Background: an optimization exercise with open tools, aiming at small area, a short achievable clock period and few clock cycles per item. Do not read the settings as production practice. At most, simulation tests tie the RTL to the original design; equivalence was not proved. Power and IR drop assume default switching activity.

== lane 1 ==
Design fetch_top, start of the top module:
module fetch_top (
    input logic clk,
    input logic n_rst,
    output logic instr_valid,
    input logic instr_ready,
    output nand_cpu_pkg::instr_t instr_data,
    output nand_cpu_pkg::addr_t instr_pc,
    input logic branch_valid,
    input nand_cpu_pkg::addr_t branch_target,
    output logic mem_req,
    output logic [12:0] mem_addr,
    input logic mem_ack,
    input logic [15:0] mem_data
);
For scale: ~81 flip-flops.
Settings: LEC_CHECK=0, ABC_CLOCK_PERIOD_IN_PS=2500, CAP_MARGIN=20, CORE_MARGIN=2, CORE_UTILIZATION=40, CTS_BUF_LIST=sky130_fd_sc_hd__clkbuf_16, PLACE_DENSITY=0.6, SETUP_SLACK_MARGIN=4.2, SLEW_MARGIN=20; clock period 6.5 ns.
standard.sh (not shown) runs the stock make flow with config.mk's settings and CLKGATE_MAP_FILE= SYNTH_SCRIPT=/design/flow/synth_recipe.tcl, a recipe that flattens the netlist after the stock synthesis.
==> flow/flow/run.sh <==
#!/bin/bash
# The standard layout, with the smallest buffer (buf_1) on every input and
# output port instead of the one buffer_ports picks by default.
set -euo pipefail
export BUFFER_PORTS_ARGS="-buffer_cell sky130_fd_sc_hd__buf_1"
bash standard.sh > standard_flow.log 2>&1
Testbench counts of lane 1, summed over its fixed seeds: cycles 64,126, bytes 34,829.
What lane 2 does differently from lane 1 at the input level:
- SETUP_SLACK_MARGIN changed from 4.2 to 4.0
- PLACE_DENSITY changed from 0.6 to 0.8
- CTS_BUF_LIST removed (was sky130_fd_sc_hd__clkbuf_16)
- CORE_UTILIZATION changed from 40 to 65
==> run notes <==
Lane 2 reached the end of the flow, and the finished layout is clean on the timing, design-rule and antenna checks. [compare] base=lane 1 new=lane 2: setup slack shows a reduction of 140 ps; via count shows a reduction of 10; final cell count shows a reduction of about 13%; sequential cell fraction of total power shows an increase of 7.4 points. Comparing power share of the combinational group for lane 2 and lane 1, the bigger number came from lane 2. Lane 1 → lane 2: clock skew now larger; largest fanout of any net on the critical path now larger; combinational power now smaller; number of fill cells now smaller. Across both runs, power was lower for lane 2 than for lane 1. Relative to lane 1, the final area of lane 2 is lower by about 7%.
Changes in lane 3 relative to lane 2:
- SETUP_SLACK_MARGIN now 4.2, was 4.0
- PLACE_DENSITY now 0.6, was 0.8
- CORE_UTILIZATION now 40, was 65
[summary]
Non-clock buffer instance count of the final layout: lane 3 vs lane 2 up 13
Run comparison: lane 3 launching instance or port of the critical path branch_valid; lane 2 launching instance or port of the critical path instr_ready
From lane 2 to lane 3 the numbers moved as follows: aggregate routed wire length rose by about 4%, final instance area rose by 230 sq um.
Higher post-route fraction of the period consumed by the critical path was reported by lane 2, not lane 3.
Relative to lane 2, the power in sequential cells of lane 3 is lower by about 0.6%.
Lane 3: no failed stages, no open violations at the end
Arrival time at the worst endpoint for lane 3 is lower than for lane 2.
Against lane 2, area of the die in lane 3 came out worse.
Of lane 3 and lane 2, lane 2 shows the higher max-slew headroom at the worst pin, with lane 3 below it.
In the tables for lane 3 and lane 2, biggest cell delay along the critical path reads lower with lane 2.
Measured against each other, lane 3 and lane 2 differ in clock power share, the higher figure coming from lane 3.
Input-level comparison between lane 4 and lane 3:
- a change of SETUP_SLACK_MARGIN from 4.2 to 4.4
==> comparison <==
Delta (lane 4 minus lane 3): worst setup slack moved down; number of cells in the finished layout apart from fillers moved up; sequential fraction of total cell area moved down; count of clock-buffer cells in the layout level; global-route wire length before repair moved up. Lane 4 ended up with instr_ready as its timing startpoint of the critical path; lane 3 ended up with branch_valid. When lane 4 is measured against lane 3, its final-layout clock-cell area share turns out 0.16 points higher.
Changes in lane 5 relative to lane 4:
- ABC_CLOCK_PERIOD_IN_PS changed from 2500 to 5000
- SETUP_SLACK_MARGIN changed from 4.4 to 4.0
==> run notes <==
Relative to lane 4, lane 5 degrades setup slack.
Compare lane 5 and lane 4 | worst hold slack lower: lane 4
The run with more routed wire is lane 4, not lane 5.
Lane 5 can be clocked slower than lane 4.
Sort lane 5 and lane 4 by post-CTS repair timing setup buffer count, ascending, and lane 5 comes first.
Non-clock buffer count for lane 5: 72 down relative to lane 4
Clock network power consumption: lane 5 vs lane 4 down 6.4%
The arrival time reported for the critical path endpoint reported for lane 5 is smaller than that of lane 4 by 1300 ps.
Relative to lane 4, final standard cell count with taps included and fillers excluded decreased by 73 in lane 5.
Lane 5 ended up with sky130_fd_sc_hd__buf_1 as its most common library cell in the layout ignoring fill and taps; lane 4 ended up with sky130_fd_sc_hd__buf_4.
Row wire length of the first global-routing pass: lane 5 lower / lane 4 higher
The cell with the biggest individual delay on the critical path comes out sky130_fd_sc_hd__dfxtp_1 in one run and sky130_fd_sc_hd__nor3_4 in the other, namely in lane 5 and lane 4 respectively.

* * *

== wip/garnet ==
Another version of the RTL of fetch_top (not shown whole).
For scale: roughly 82 flip-flops, about 0.0042 mm2 of cells after synthesis.
==> flow/config.mk <==
export PLATFORM = sky130hd
export DESIGN_NAME = fetch_top
export DESIGN_NICKNAME = fetch_top
export VERILOG_FILES = /design/flow/design.v
export SDC_FILE = /design/flow/constraint.sdc
export NUM_CORES = 4
export LEC_CHECK = 0
export ABC_CLOCK_PERIOD_IN_PS = 2500
export CAP_MARGIN = 20
export CORE_MARGIN = 2
export CORE_UTILIZATION = 40
export PLACE_DENSITY = 0.6
export SETUP_SLACK_MARGIN = 4.5
export SLEW_MARGIN = 20
==> flow/constraint.sdc <==
create_clock -name core_clock -period 6.5 [get_ports {clk}]
set_input_delay 1.3000 -clock core_clock [delete_from_list [all_inputs] [get_ports {clk}]]
set_output_delay 1.3000 -clock core_clock [all_outputs]
set_load 0.01 [all_outputs]
Scripts as last shown in full above: flow/flow/run.sh
What wip/delta does differently from wip/garnet at the input level:
- SETUP_SLACK_MARGIN changed from 4.5 to 4.0
==> run notes <==
wip/delta finished all stages; the layout is clean. Diff wip/garnet -> wip/delta: via count shrank by 13%; average wire length per cell after detail routing shrank by about 12%; total of plain and repair buffers excluding clock buffers shrank by 62; total area of sequential cells shrank by 4.5%. Sort wip/garnet and wip/delta by worst hold-check slack asc -> top: wip/delta. Via-per-instance ratio | wip/delta below wip/garnet. When wip/delta is set beside wip/garnet, its first-pass GRT wire length turns out to be 17% smaller. Diff wip/garnet -> wip/delta | final critical path time including I/O delays and setup | increase of 0.085 ns.
## Diff of input files: wip/quartz against wip/delta
- a change of SETUP_SLACK_MARGIN from 4.0 to 5.0
--- outcome ---
Of wip/quartz and wip/delta, wip/delta shows the higher count of clock buffers in the final design, with wip/quartz below it.
nf[13] as the endpoint of the worst setup timing path was reported by wip/delta, and fifo[0][3] by wip/quartz.
Diff wip/delta..wip/quartz | netlist area before placement | unchanged
Post-route cell area delta for wip/quartz relative to wip/delta: 34% higher
wip/quartz ends up with higher total global-route track usage than wip/delta does.
Relative to wip/quartz, the following input files were edited for wip/violet:
- a change of SETUP_SLACK_MARGIN from 5.0 to 4
==> flow/run.sh (new file) <==
#!/bin/bash
# synth_recipe.tcl (not shown) runs the flow's synth.tcl, then flattens the netlist and writes it again
# the make line also repeats each setting of config.mk as NAME=value (left out here)
make -C /OpenROAD-flow-scripts/flow DESIGN_CONFIG=/design/flow/config.mk WORK_HOME=/design/flow/orfs CLKGATE_MAP_FILE= SYNTH_SCRIPT=/design/flow/synth_recipe.tcl finish
removed: flow/flow/run.sh
removed: flow/standard.sh
--- outcome ---
wip/violet reached the end of the flow, and the finished layout is clean on the timing, design-rule and antenna checks. Critical path depth in cells: wip/violet vs wip/quartz down 2. Number of nets at the end of the flow delta for wip/violet relative to wip/quartz: 72 lower. Vias after detailed routing shrinks by more than 10% when moving from wip/quartz to wip/violet. Summary of wip/violet over wip/quartz: sum of met2 wire segment lengths after detailed routing saw a decrease; area after synthesis was more or less identical; pre-CTS worst setup slack shows a reduction of 0.26 ns; power consumption comparable; overall routed net length saw a decrease. For the post-layout minimum cycle time, wip/violet came in 0.11 ns higher than wip/quartz did. Layout-stage area growth over the synthesis result ends up lower on wip/violet.
Modified inputs, wip/cedar compared to wip/violet
- SETUP_SLACK_MARGIN changed from 4 to 3.5
==> flow/flow/run.sh (new file) <==
#!/bin/bash
# The standard layout, with the smallest buffer (buf_1) on every input and
# output port instead of the one buffer_ports picks by default.
set -euo pipefail
export BUFFER_PORTS_ARGS="-buffer_cell sky130_fd_sc_hd__buf_1"
bash standard.sh > standard_flow.log 2>&1
==> flow/standard.sh (new file) <==
#!/bin/bash
# synth_recipe.tcl (not shown) runs the flow's synth.tcl, then flattens the netlist and writes it again
# the make line also repeats each setting of config.mk as NAME=value (left out here)
make -C /OpenROAD-flow-scripts/flow DESIGN_CONFIG=/design/flow/config.mk WORK_HOME=/design/flow/orfs CLKGATE_MAP_FILE= SYNTH_SCRIPT=/design/flow/synth_recipe.tcl "${@:-finish}"
removed: flow/run.sh
Results
From wip/violet to wip/cedar the numbers moved as follows: relative contribution of sequential cells to total power rose by 3.9 points; post-route clock period utilization rose by 6.6 points; growth of design area from synthesis to finish fell by 19 points.
Status | wip/cedar and wip/violet | clean
Function was not checked in any run of this note: the RTL went through the layout flow alone.

* * *

fetch_top with an RTL version that a note above also has.
For scale: roughly 340 cells after synthesis, about 81 flip-flops, ~76 I/O pins, ~0.0040 mm2 of cells after synthesis.
export LEC_CHECK = 0
export ABC_CLOCK_PERIOD_IN_PS = 2000
export CAP_MARGIN = 20
export CORE_MARGIN = 2
export CORE_UTILIZATION = 40
export PLACE_DENSITY = 0.6
export SETUP_SLACK_MARGIN = 4.0
export SLEW_MARGIN = 20
create_clock -name core_clock -period 6.5 [get_ports {clk}]
==> flow/flow/run.sh <==
#!/bin/bash
# The standard layout, with the smallest buffer (buf_1) on every input and
# output port instead of the one buffer_ports picks by default.
set -euo pipefail
export BUFFER_PORTS_ARGS="-buffer_cell sky130_fd_sc_hd__buf_1"
bash standard.sh > standard_flow.log 2>&1
Testbench counts at the start, summed over its fixed seeds: cycles 64,126, bytes 34,829.
Then changed:
- ABC_CLOCK_PERIOD_IN_PS: 2000 -> 2500
- SETUP_SLACK_MARGIN: 4.0 -> 4.3
- die area is unchanged
- total power rose by 5.7%
- synthesized cell count stays the same
- first-iteration DRC count rose by 11%
- global-route usage rose by 2.4 points
- hold slack degrades by 0.0071 ns
- routed wire length rose by 18%
Then changed:
- ABC_CLOCK_PERIOD_IN_PS: 2500 -> default
- SETUP_SLACK_MARGIN: 4.3 -> 4.0
Result: Total power went down by 5.4%; register-to-register slack got worse by 0.08 ns; routed wire length went down by 15%; die area is unchanged; setup slack got worse by 0.097 ns; flip-flop and latch count does not change; sequential power went up by about 2%; design area went down by 13%; first-iteration DRC count went down by 10%; clock power went up by about 2%; combinational power went down by about 36%.

* * *

before:
Another version of the RTL of fetch_top (not shown whole).
For scale: about 82 flip-flops, ~76 I/O pins.
clock: 6.5 ns
lec_check: 0
abc_clock_period_in_ps: 2500
cap_margin: 20
core_margin: 2
core_utilization: 40
place_density: 0.6
setup_slack_margin: 4
slew_margin: 20
Scripts as last shown in full above: flow/flow/run.sh
Inputs modified between before and after:
# before
export LEC_CHECK = 0
export ABC_CLOCK_PERIOD_IN_PS = 2500
export CAP_MARGIN = 20
export CORE_MARGIN = 2
export CORE_UTILIZATION = 40
export PLACE_DENSITY = 0.6
export SETUP_SLACK_MARGIN = 4
export SLEW_MARGIN = 20
create_clock -name core_clock -period 6.5 [get_ports {clk}]
# after
export LEC_CHECK = 0
export CAP_MARGIN = 20
export CORE_MARGIN = 2
export CORE_UTILIZATION = 40
export PLACE_DENSITY = 0.6
export SLEW_MARGIN = 20
create_clock -name core_clock -period 6.5 [get_ports {clk}]
==> flow/run.sh (new file) <==
#!/bin/bash
# synth_recipe.tcl (not shown) runs the flow's synth.tcl, then flattens the netlist and writes it again
# the make line also repeats each setting of config.mk as NAME=value (left out here)
make -C /OpenROAD-flow-scripts/flow DESIGN_CONFIG=/design/flow/config.mk WORK_HOME=/design/flow/orfs CLKGATE_MAP_FILE= SYNTH_SCRIPT=/design/flow/synth_recipe.tcl finish
removed: flow/flow/run.sh
removed: flow/standard.sh
Results
Where hold slack is concerned, before is better than after.
Vias: after below before
Compared with before, after has less setup slack.
after was carried through to the last stage, and its layout satisfied the timing, design-rule and antenna checks.
When after is measured against before, its minimum period implied by the final worst setup slack turns out 740 ps higher.
No run of this note included a check of the RTL's function; only the layout flow was run.

* * *

## nickel
fetch_top with an RTL version that a note above also has.
Size in the first run: about 81 flip-flops, roughly 76 I/O pins.
==> flow/config.mk <==
export PLATFORM = sky130hd
export DESIGN_NAME = fetch_top
export DESIGN_NICKNAME = fetch_top
export VERILOG_FILES = /design/flow/design.v
export SDC_FILE = /design/flow/constraint.sdc
export NUM_CORES = 4
export LEC_CHECK = 0
export ABC_CLOCK_PERIOD_IN_PS = 2500
export CAP_MARGIN = 20
export CORE_MARGIN = 2
export CORE_UTILIZATION = 40
export CTS_CLUSTER_DIAMETER = 100
export CTS_CLUSTER_SIZE = 30
export PLACE_DENSITY = 0.6
export SETUP_SLACK_MARGIN = 4.2
export SLEW_MARGIN = 20
==> flow/constraint.sdc <==
create_clock -name core_clock -period 6.5 [get_ports {clk}]
set_input_delay 1.3000 -clock core_clock [delete_from_list [all_inputs] [get_ports {clk}]]
set_output_delay 1.3000 -clock core_clock [all_outputs]
set_load 0.01 [all_outputs]
==> flow/flow/run.sh <==
#!/bin/bash
# The standard layout, with the smallest buffer (buf_1) on every input and
# output port instead of the one buffer_ports picks by default.
set -euo pipefail
export BUFFER_PORTS_ARGS="-buffer_cell sky130_fd_sc_hd__buf_1"
bash standard.sh > standard_flow.log 2>&1
Testbench counts of nickel, summed over its fixed seeds: cycles 64,126, bytes 34,829.
Changes in harbor relative to nickel:
# nickel
export LEC_CHECK = 0
export ABC_CLOCK_PERIOD_IN_PS = 2500
export CAP_MARGIN = 20
export CORE_MARGIN = 2
export CORE_UTILIZATION = 40
export CTS_CLUSTER_DIAMETER = 100
export CTS_CLUSTER_SIZE = 30
export PLACE_DENSITY = 0.6
export SETUP_SLACK_MARGIN = 4.2
export SLEW_MARGIN = 20
create_clock -name core_clock -period 6.5 [get_ports {clk}]
# harbor
export LEC_CHECK = 0
export ABC_CLOCK_PERIOD_IN_PS = 2500
export CAP_MARGIN = 20
export CORE_MARGIN = 2
export CORE_UTILIZATION = 40
export PLACE_DENSITY = 0.6
export SETUP_SLACK_MARGIN = 4.2
export SLEW_MARGIN = 20
create_clock -name core_clock -period 6.5 [get_ports {clk}]
--- a/flow/flow/run.sh
+++ b/flow/flow/run.sh
@@ -3 +3 @@
-# output port instead of the one buffer_ports picks by default.
+# output port, and the buffers abc inserted removed before placement.
@@ -5,0 +6 @@
+export REMOVE_ABC_BUFFERS=1
[summary]
- harbor vs nickel, data-path buffer share of cell area in the final layout went down by 0.44 points.
- Re worst max-slew margin expressed relative to the limit: harbor is 0.66 points up on nickel.
- Going from nickel to harbor, overall power moved up, worst setup margin fell 0.028 ns, total half-perimeter wirelength after legalization and detailed placement fell 120 µm, post-route cell area closely matched the old numbers, highest achievable clock rate went down by 5.4 MHz.
- Count of buffers added by post-CTS timing repair for setup: nickel and harbor compared, higher one is nickel
- Detailed-router iteration count before antenna repair: harbor vs nickel down 2
Input changes introduced in willow (baseline for comparison: harbor):
# harbor
export LEC_CHECK = 0
export ABC_CLOCK_PERIOD_IN_PS = 2500
export CAP_MARGIN = 20
export CORE_MARGIN = 2
export CORE_UTILIZATION = 40
export PLACE_DENSITY = 0.6
export SETUP_SLACK_MARGIN = 4.2
export SLEW_MARGIN = 20
create_clock -name core_clock -period 6.5 [get_ports {clk}]
# willow
export LEC_CHECK = 0
export ABC_AREA = 1
export ABC_CLOCK_PERIOD_IN_PS = 2500
export CAP_MARGIN = 20
export CORE_MARGIN = 2
export CORE_UTILIZATION = 40
export PLACE_DENSITY = 0.6
export SETUP_SLACK_MARGIN = 4.0
export SLEW_MARGIN = 20
create_clock -name core_clock -period 6.5 [get_ports {clk}]
--- a/flow/flow/run.sh
+++ b/flow/flow/run.sh
@@ -3 +3 @@
-# output port, and the buffers abc inserted removed before placement.
+# output port instead of the one buffer_ports picks by default.
@@ -6 +5,0 @@
-export REMOVE_ABC_BUFFERS=1
Taking harbor as the reference, in willow clock-cell share of area essentially unchanged, tightest hold margin decreased 0.020 ns, count of clock buffers in the final design decreased 2.
Changes observed in willow relative to harbor: total design power moved up; wire length moved up; source-to-sink clock delay at the later pin of the worst-skew pair level; global-route wire length before repair moved up; maximum VDD drop moved down.
harbor ended up with input pin to flop as its type of the setup path with the least slack; willow ended up with flop to output port.
harbor ended up with buf_1 as its most common library cell in the layout ignoring fill and taps; willow ended up with nand2_1.
Relative to willow, the following input files were edited for garnet:
# willow
export LEC_CHECK = 0
export ABC_AREA = 1
export ABC_CLOCK_PERIOD_IN_PS = 2500
export CAP_MARGIN = 20
export CORE_MARGIN = 2
export CORE_UTILIZATION = 40
export PLACE_DENSITY = 0.6
export SETUP_SLACK_MARGIN = 4.0
export SLEW_MARGIN = 20
create_clock -name core_clock -period 6.5 [get_ports {clk}]
# garnet
export LEC_CHECK = 0
export ABC_CLOCK_PERIOD_IN_PS = 2500
export CAP_MARGIN = 20
export CORE_MARGIN = 2
export CORE_UTILIZATION = 40
export PLACE_DENSITY = 0.6
export SETUP_SLACK_MARGIN = 4.0
export SLEW_MARGIN = 20
create_clock -name core_clock -period 6.5 [get_ports {clk}]
==> comparison <==
- In garnet relative to willow, vertical extent of the die had gone down slightly.
- Critical path depth: willow vs garnet identical
- Going from willow to garnet, minimum clock period grows by 0.016 ns.
- Of garnet and willow, the run reporting the lower fraction of area in clock buffers and inverters was willow.
- Final cell count down 148 in garnet wrt willow
- Compared with willow, garnet shows a worst-case reg-to-reg path depth that is 2 lower.
- Final clock period utilization by the worst path, garnet and willow: larger value in garnet
- The final reports for garnet and willow show count of cells along the worst hold path lower in the former.

-- static timing again, ports no longer ideal --
Ports are ideal in the flow. The routed layouts listed here were re-timed in OpenROAD.
Step 1 (the two cells are an assumption about what drives the block):
set clk [get_ports {clk}]
set_driving_cell -lib_cell sky130_fd_sc_hd__clkbuf_16 $clk
set_driving_cell -lib_cell sky130_fd_sc_hd__buf_2 [delete_from_list [all_inputs] $clk]
Step 2 adds t to the input delays and takes it off the output delays; t is the mean of the earliest and latest rising clock arrival at the registers after step 1. Input paths then give back, and output paths get back, about the clock's delay inside the block.
Three values: no drivers, after step 1, after step 2; two values: the first two.
run | t, ns | slack for setup (ns) | worst setup path after step 2 | worst data-port slew with drivers (ns)
lane 1 | 0.368 | 4.201 / 4.186 / 3.817 | input to register | 0.05
lane 2 | 0.382 | 4.058 / 4.067 / 3.685 | input to register | 0.04
lane 3 | 0.386 | 4.228 / 4.195 / 3.834 | input to register | 0.06
lane 4 | 0.386 | 4.162 / 4.109 / 3.723 | input to register | 0.08
lane 5 | 0.378 | 4.080 / 4.050 / 3.737 | input to register | 0.05
wip/garnet | 0.390 | 4.134 / 4.127 / 3.737 | input to register | 0.06
wip/delta | 0.389 | 4.049 / 4.048 / 3.662 | input to register | 0.04
wip/quartz | 0.386 | 4.179 / 4.165 / 3.779 | input to register | 0.06
wip/violet | 0.388 | 4.066 / 4.064 / 3.694 | input to register | 0.04
wip/cedar | 0.394 | 3.637 / 3.636 / 3.242 | input to register | 0.05
the first run of note 3 | 0.378 | 4.080 / 4.050 / 3.737 | input to register | 0.05
the second run of note 3 | 0.382 | 4.177 / 4.139 / 3.757 | input to register | 0.07
the third run of note 3 | 0.378 | 4.080 / 4.050 / 3.737 | input to register | 0.05
before | 0.384 | 3.830 / 3.807 / 3.424 | input to register | 0.07
after | 0.387 | 3.088 / 3.098 / 2.711 | input to register | 0.04
nickel | 0.386 | 4.228 / 4.195 / 3.834 | input to register | 0.06
harbor | 0.382 | 4.200 / 4.175 / 3.794 | input to register | 0.06
willow | 0.394 | 4.096 / 4.062 / 3.747 | input to register | 0.05
garnet | 0.378 | 4.080 / 4.050 / 3.737 | input to register | 0.05
After both steps every run listed still meets setup and hold. The setup slack of lane 4, which loses most, moves by -0.053 ns with the drivers and by -0.439 ns with both steps.
